This is an optimization exercise on Yosys and OpenROAD, whose aim is small area, not a production implementation. Only simulation tests tie the RTL to the original design; equivalence was not proved. Power is estimated from default activity; no workload was simulated. The flow treats the clock pin as an ideal source, which a real chip does not have.

== before ==
==> flow/design.v (excerpt) <==
module bf_loader #(
    parameter int MAX_LEN = 255
) (
    input  logic       clk,
    input  logic       nrst,
    input  logic [7:0] h_data,
    input  logic       h_valid,
    input  logic       h_last,
    output logic       h_ready,
    output logic [7:0] p_data,
    output logic       p_valid,
    input  logic       p_ack,
    output logic       p_start,
    input  logic       p_ready,
    output logic       busy,
    output logic       err,
    output logic [1:0] err_code
);
Size in the first run: roughly 1200 cells after synthesis, about 29 I/O pins.
Settings: LEC_CHECK=0, CAP_MARGIN=20, CORE_MARGIN=2, CORE_UTILIZATION=65, CTS_BUF_LIST=sky130_fd_sc_hd__clkbuf_16, CTS_CLUSTER_DIAMETER=100, CTS_CLUSTER_SIZE=33, PLACE_DENSITY=0.85, SLEW_MARGIN=20; clock period 10.0 ns.
standard.sh (not shown) runs the stock make flow with config.mk's settings and CLKGATE_MAP_FILE= SYNTH_SCRIPT=/design/flow/synth_recipe.tcl, a recipe that flattens the netlist after the stock synthesis.
==> flow/flow/run.sh <==
#!/bin/bash
set -euo pipefail
export BUFFER_PORTS_ARGS="-buffer_cell sky130_fd_sc_hd__buf_1"
export CTS_ARGS="-sink_clustering_enable -repair_clock_nets -sink_clustering_size 33 -sink_clustering_max_diameter 100 -buf_list sky130_fd_sc_hd__clkbuf_16 -dont_use_dummy_load -root_buf sky130_fd_sc_hd__clkbuf_8 -tree_buf sky130_fd_sc_hd__clkbuf_8"
bash standard.sh synth > synth.log 2>&1
bash standard.sh finish > layout.log 2>&1
before finished every step from synthesis to the final layout, and the layout passed the timing, DRC and antenna checks.
Inputs modified between before and after:
Settings: PLACE_DENSITY: 0.85 -> unset; CTS_CLUSTER_SIZE: 33 -> 30.
==> flow/flow/run.sh <==
#!/bin/bash
set -euo pipefail
export BUFFER_PORTS_ARGS="-buffer_cell sky130_fd_sc_hd__buf_1"
export CTS_ARGS="-sink_clustering_enable -repair_clock_nets -sink_clustering_size 30 -sink_clustering_max_diameter 100 -buf_list sky130_fd_sc_hd__clkbuf_16 -dont_use_dummy_load -root_buf sky130_fd_sc_hd__clkbuf_8 -tree_buf sky130_fd_sc_hd__clkbuf_8"
bash standard.sh synth > synth.log 2>&1
bash standard.sh finish > layout.log 2>&1
--- outcome ---
Combinational share of power sits lower in after than in before.
As of after, count of routing violations after the opening detailed-route iteration had fallen by more than a quarter compared to before.
after and before ended up with nearly the same count of antenna diodes in the layout.
Comparing before with after, the buffer share of cell area came out essentially unchanged.
Sort after and before by clock distribution area overhead in the final layout desc -> top: after
Looking at wire length per cell, after sits about 9% below before.
Of after and before, the higher non-clock buffer total of the final layout belongs to before.
The share of cell area taken by flip-flops and latches of after and that of before are within noise of each other.
before → after: sequential power closely matched the old numbers; final cell count closely matched the old numbers.

---

Setup of JK:
bf_loader, a different RTL version from the one above (not shown whole).
For scale: about 1200 cells after synthesis, about 790 flip-flops, about 29 I/O pins.
clock: 10.0 ns
lec_check: 0
cap_margin: 20
core_margin: 2
core_utilization: 65
cts_buf_list: sky130_fd_sc_hd__clkbuf_16
cts_cluster_diameter: 100
cts_cluster_size: 30
slew_margin: 20
==> flow/flow/run.sh <==
#!/bin/bash
set -euo pipefail
export BUFFER_PORTS_ARGS="-buffer_cell sky130_fd_sc_hd__buf_1"
export CTS_ARGS="-sink_clustering_enable -repair_clock_nets -sink_clustering_size 30 -sink_clustering_max_diameter 100 -buf_list sky130_fd_sc_hd__clkbuf_16 -dont_use_dummy_load"
bash standard.sh synth > synth.log 2>&1
bash standard.sh finish > layout.log 2>&1
Input changes introduced in MS (baseline for comparison: JK):
==> flow/flow/run.sh <==
#!/bin/bash
set -euo pipefail
export BUFFER_PORTS_ARGS="-buffer_cell sky130_fd_sc_hd__buf_1"
export CTS_ARGS="-sink_clustering_enable -repair_clock_nets -sink_clustering_size 30 -sink_clustering_max_diameter 100 -buf_list sky130_fd_sc_hd__clkbuf_16 -dont_use_dummy_load -root_buf sky130_fd_sc_hd__clkbuf_8 -tree_buf sky130_fd_sc_hd__clkbuf_8"
bash standard.sh synth > synth.log 2>&1
bash standard.sh finish > layout.log 2>&1
==> run summary <==
- MS vs JK: sequential share of power up in MS
- Going from JK to MS, average routed wire per standard cell did not really move, sequential share of layout area ~0 delta, hold slack comparable, slack of the critical path picked up an extra 0.0032 ns, total routed wirelength barely changed.
- On layout overhead on the synthesized area, JK and MS are neck and neck.
- Post-layout net count came out exactly the same in JK and MS.
- Design area: MS vs JK — no meaningful difference

separate check: timing with driven ports:
No port has a modelled driver above. Below, the same layouts with a new extraction and two added sets of constraints. Step 1: set_driving_cell puts a clkbuf_16 on clk and a buf_2 on each other input, an assumption about the parent block. Step 2 moves the port delays by t, midway between the first and last clock arrival at a register: inputs arrive t later, outputs are due t later. That takes back most of the time a late clock gives input paths. Three values: ideal, step 1, step 2; two values: the first two.
run | t, ns | slack for setup (ns) | worst setup path at the end | clock arrival spread, ns
before | 0.747 | 4.069 / 4.023 / 4.394 | input to register | 0.026 / 0.026
after | 0.742 | 4.189 / 4.136 / 4.393 | input to register | 0.077 / 0.077
JK | 0.653 | 3.744 / 3.714 / 3.714 | input to output | 0.048 / 0.047
MS | 0.764 | 3.747 / 3.717 / 3.717 | input to output | 0.061 / 0.062
After both steps every run listed still meets setup and hold.
